What follows belongs to an exercise in optimizing a design on an open flow for small area, a short achievable clock period and few clock cycles; a production flow would make more cautious choices.
At most, simulation tests tie the RTL to the original design; equivalence was not proved.
Power and IR drop assume default switching activity.

==> inputs of yarrow <==
Design ex_stage_md, start of the top module:
module ex_stage_md #(
  parameter int DATA_W = 32,
  parameter int REG_AW = 5,
  parameter int OP_W   = 5
) (
  input  logic              clk,
  input  logic              reset,
  input  logic              in_valid,
  input  logic [OP_W-1:0]   in_op,
  input  logic [DATA_W-1:0] in_rs_data,
  input  logic [DATA_W-1:0] in_rt_data,
  input  logic [DATA_W-1:0] in_imm,
  input  logic [4:0]        in_shamt,
  input  logic              in_use_imm,
  input  logic              in_use_shamt,
  input  logic [REG_AW-1:0] in_rs,
  input  logic [REG_AW-1:0] in_rt,
  input  logic [REG_AW-1:0] in_rd,
  input  logic              in_dst_rd,
  input  logic              in_wr,
  input  logic              flush,
  input  logic [DATA_W-1:0] fwd_mem_data,
  input  logic [DATA_W-1:0] fwd_wb_data,
  input  logic [1:0]        fwd_sel_a,
  input  logic [1:0]        fwd_sel_b,
  output logic              ex_stall,
  output logic              out_valid,
  output logic [DATA_W-1:0] out_result,
  output logic [DATA_W-1:0] out_store_data,
  output logic [REG_AW-1:0] out_dst,
  output logic [REG_AW-1:0] out_rs,
  output logic [REG_AW-1:0] out_rt
);
make LEC_CHECK=0 CAP_MARGIN=20 CORE_MARGIN=2 CORE_UTILIZATION=40 SETUP_SLACK_MARGIN=3.0 SLEW_MARGIN=20 finish   # period 9.0 ns
run.sh (not shown) runs the stock make flow with config.mk's settings and CLKGATE_MAP_FILE= SYNTH_SCRIPT=/design/flow/synth_recipe.tcl, a recipe that flattens the netlist after the stock synthesis.
==> indigo: changes against yarrow <==
--- a/flow/design.v
+++ b/flow/design.v
@@ -120,22 +120,18 @@
     end else if (cap) begin
       if (need_a) q_a <= (op == 5'd8) ? rev32(fa) : fa;
       if (need_b) q_b <= fb;
       q_cap <= 1'b1;
     end
   end
   logic [31:0] a;
   logic [31:0] b;
-  logic [31:0] al;
-  logic [31:0] bl;
   assign a  = q_a;
   assign b  = q_b;
-  assign al = need_a ? fa : q_a;    
-  assign bl = need_b ? fb : q_b;
   logic op_sub;
   logic op_slt;
   logic op_sltu;
   logic op_and;
   logic op_or;
   logic op_xor;
   logic op_nor;
   logic op_sll;
@@ -169,41 +165,46 @@
   assign addsub = {1'b0, a, 1'b1} + {1'b0, b ^ {32{do_sub}}, do_sub};
   assign lt_u   = ~addsub[33];
   assign lt_s   = (a[31] ^ b[31]) ? a[31] : addsub[32];
   logic [31:0] sh_out;
   assign sh_out = 32'($signed({op_sra & a[31], a}) >>> b[4:0]);
   logic [31:0] hi;
   logic [31:0] lo;
   logic [31:0] res;
+  logic [31:0] res_rg;    
+  logic [31:0] res_lg;    
+  logic [3:0]  lut;       
   always_comb begin
-    res = ({32{op_add | op_sub}} & addsub[32:1])
-        | ({32{op_and}} & (al & bl))
-        | ({32{op_or}}  & (al | bl))
-        | ({32{op_xor}} & (al ^ bl))
-        | ({32{op_nor}} & ~(al | bl))
-        | ({32{op_srl | op_sra}} & sh_out)
-        | ({32{op_sll}} & rev32(sh_out))
-        | ({32{op_lui}} & {bl[15:0], 16'b0})
-        | ({32{op_mfhi}} & hi)
-        | ({32{op_mflo}} & lo);
-    res[0] = res[0] | (op_slt & lt_s) | (op_sltu & lt_u);
+    res_rg = ({32{op_add | op_sub}} & addsub[32:1])
+           | ({32{op_srl | op_sra}} & sh_out)
+           | ({32{op_sll}} & rev32(sh_out))
+           | ({32{op_mfhi}} & hi)
+           | ({32{op_mflo}} & lo);
+    res_rg[0] = res_rg[0] | (op_slt & lt_s) | (op_sltu & lt_u);
+    lut = {op_and | op_or, op_or | op_xor, op_or | op_xor, op_nor};
   end
+  ex_stage_md_lg u_lg (
+    .a(q_a), .b(q_b), .fa(fa), .fb(fb), .need_a(need_a), .need_b(need_b),
+    .lut(lut), .lui(op_lui), .y(res_lg)
+  );
+  ex_stage_md_or u_or (.x(res_rg), .y(res_lg), .z(res));
   logic issue;
   assign issue = q_valid & is_md & ~busy;
   assign ex_stall       = stall;
   assign out_valid      = q_valid & ~stall;
   assign out_result     = res;
   assign out_store_data = bf;
   assign out_rs         = q_rs;
   assign out_rt         = q_rtn;
   assign out_dst        = q_dst;
   localparam logic [1:0] PH_PREP = 2'd0;
   localparam logic [1:0] PH_STEP = 2'd1;
   localparam logic [1:0] PH_FIX  = 2'd2;
+  localparam logic [1:0] PH_NEG  = 2'd3;
   logic [1:0]  ph;
   logic        f_div;
   logic        f_negq;    
   logic        f_negr;    
   logic        f_uc;      
   logic [4:0]  cnt;
   logic [2:0]  hx;        
   logic [32:0] m;         
@@ -306,22 +307,18 @@
   always_ff @(posedge clk or negedge reset) begin
     if (!reset) begin
       busy <= 1'b0;
       hi   <= '0;
       lo   <= '0;
     end else if (!busy) begin
       if (issue) begin
         busy <= 1'b1;
-        hi   <= '0;
+        hi   <= i_div ? af : '0;
         lo   <= bf;
-        if (i_div) begin
-          hi <= (i_sgn & af[31]) ? neg32(af) : af;
-          lo <= (i_sgn & bf[31]) ? neg32(bf) : bf;
-        end
       end
     end else begin
       unique case (ph)
         PH_PREP: begin
           if (lo == '0 || sdiff[6]) begin
             lo   <= (lo == '0) ? '1 : '0;
             busy <= 1'b0;
             if (f_negr) hi <= neg_hi;
@@ -334,32 +331,37 @@
             if (ge) hi <= s[31:0];
             lo <= {lo[30:0], ge};
           end else begin
             hi <= s[39:8];
             lo <= {s[7:0], lo[31:8]};
           end
           if (last && !(f_div ? (f_negq | f_negr) : f_uc)) busy <= 1'b0;
         end
+        PH_NEG: begin
+          if (f_negr) hi <= neg_hi;
+          if (f_negq ^ f_negr) lo <= neg_lo;
+        end
         default: begin
           if (f_div) begin
             if (f_negr) hi <= neg_hi;
             if (f_negq) lo <= neg_lo;
           end else begin
             hi <= s[31:0];
           end
           busy <= 1'b0;
         end
       endcase
     end
   end
   always_ff @(posedge clk) begin
     if (!busy) begin
       if (issue) begin
-        ph     <= i_div ? PH_PREP : PH_STEP;
+        ph     <= !i_div ? PH_STEP :
+                  (i_sgn & (af[31] | bf[31])) ? PH_NEG : PH_PREP;
         f_div  <= i_div;
         f_negr <= i_sgn & af[31];
         f_negq <= i_sgn & (af[31] ^ bf[31]);
         f_uc   <= ~i_sgn & bf[31];
         m      <= {i_sgn & af[31], af};
         hx     <= '0;
         bc     <= bctl(bf[7:0], 1'b0);
         cnt    <= 5'd3;
@@ -378,13 +380,41 @@
             m <= {1'b0, m[32:1]};
           end else begin
             hx <= {s[41], s[41], s[40]};
             bc <= last ? BC_ADD : bctl(lo[15:8], lo[7]);
           end
           cnt <= cnt - 5'd1;
           if (last) ph <= PH_FIX;
         end
+        PH_NEG: ph <= PH_PREP;
         default: ;
       endcase
     end
   end
 endmodule
+module ex_stage_md_lg (
+  input  logic [31:0] a,
+  input  logic [31:0] b,
+  input  logic [31:0] fa,
+  input  logic [31:0] fb,
+  input  logic        need_a,
+  input  logic        need_b,
+  input  logic [3:0]  lut,
+  input  logic        lui,
+  output logic [31:0] y
+);
+  logic [31:0] al;
+  logic [31:0] bl;
+  assign al = need_a ? fa : a;
+  assign bl = need_b ? fb : b;
+  always_comb begin
+    for (int i = 0; i < 32; i++) y[i] = lut[{al[i], bl[i]}];
+    y[31:16] = y[31:16] | ({16{lui}} & bl[15:0]);
+  end
+endmodule
+module ex_stage_md_or (
+  input  logic [31:0] x,
+  input  logic [31:0] y,
+  output logic [31:0] z
+);
+  assign z = x | y;
+endmodule
==> flow/flow/run.sh (new file) <==
#!/bin/bash
# The standard layout (the standard.sh, unchanged synthesis), with
# sky130_fd_sc_hd__buf_1 as the buffer that placement puts on every
# input and output port instead of the cell buffer_ports picks itself.
set -euo pipefail
export BUFFER_PORTS_ARGS="-buffer_cell sky130_fd_sc_hd__buf_1"
bash standard.sh > standard.log 2>&1
==> flow/standard.sh (new file) <==
#!/bin/bash
# synth_recipe.tcl (not shown) runs the flow's synth.tcl, then flattens the netlist and writes it again
# the make line also repeats each setting of config.mk as NAME=value (left out here)
make -C /OpenROAD-flow-scripts/flow DESIGN_CONFIG=/design/flow/config.mk WORK_HOME=/design/flow/orfs CLKGATE_MAP_FILE= SYNTH_SCRIPT=/design/flow/synth_recipe.tcl "${@:-finish}"
SYNTH_HIERARCHICAL = 1   (was not set)
removed: flow/run.sh
==> comparison <==
- In sequential cell count, indigo and yarrow do not differ.
- In yarrow the global-route usage is higher than in indigo, by 2.0 points.
- Between indigo and yarrow, the lower first-iteration DRC count is in indigo (gap 23%, measured against yarrow).
- Between yarrow and indigo, the lower die area is in indigo (gap 12%, measured against indigo).
- Against yarrow, the clock skew of indigo is lower by 8.2 ps.
- Of yarrow and indigo, indigo has the higher maximum frequency (gap 6.9%, measured against indigo).
- Against indigo, the clock power of yarrow is higher by about 30%.
- In indigo the cell area is lower than in yarrow, by 15%.
- Final cell count: yarrow is larger than indigo (about 15%).
==> figures <==
quantity                                                                                 indigo                    yarrow
Die outline width                                                                        288 µm                    304 µm
Core Rows                                                                                   104                       110
Run status                                                              complete, no violations   complete, no violations
Final core utilization                                                                    45.9%                     48.3%
Combinational group share of total power                                                  79.9%                     77.9%
Non-filler cells in the finished layout                                                    5089                      5845
Reg-to-reg critical path startpoint                                                       hi[1]                     bc[5]
Count of routing violations after the opening detailed-route iteration                     4038                      5242
Diode count                                                                                   0                         4
Post-route total power                                                                  16.5 mW                   17.5 mW
Worst max-slew margin expressed relative to the limit                                     16.0%                     16.5%
WL met1                                                                                56700 µm                  67800 µm
N_taps                                                                                     1060                      1176
Worst Setup Slack, final                                                                2860 ps                   2410 ps
Post-Place Cell Area                                                                  34000 µm²                 39800 µm²
Psw                                                                                     9.78 mW                   10.1 mW
Library cell with the highest instance count after synthesis             sky130_fd_sc_hd__inv_1  sky130_fd_sc_hd__nand2_1
Core Region                                                                           80200 µm²                 89700 µm²
Leakage Power                                                                           14.5 nW                   17.8 nW
Clock buffer instance count of the final layout                                              37                        36
Testbench counts of indigo, summed over its fixed seeds: cycles 13,221.
No functional check of the RTL was part of yarrow.

[what the ideal ports hide]
In the flow no input, the clock included, has a driving cell. The finished layouts below were timed again as built, in two steps.
Step 1 sets driving cells, clkbuf_16 on the clock port and buf_2 on the other inputs (assumed; they add their load-dependent delay and slew).
Step 2 moves the port delays by t, midway between the first and last clock arrival at a register: inputs arrive t later, outputs are due t later. That takes back most of the time a late clock gives input paths.
Three values: no drivers, after step 1, after step 2; two values: the first two.
run | t, ns | slack for setup (ns) | pins driven straight from the clock port
yarrow | 0.649 | 2.409 / 2.308 / 2.308 | 1
indigo | 0.689 | 2.863 / 2.791 / 2.880 | 1
After both steps setup and hold are still met in every run listed. The setup slack of yarrow, which loses most, moves by -0.101 ns with the drivers and by -0.101 ns with both steps.
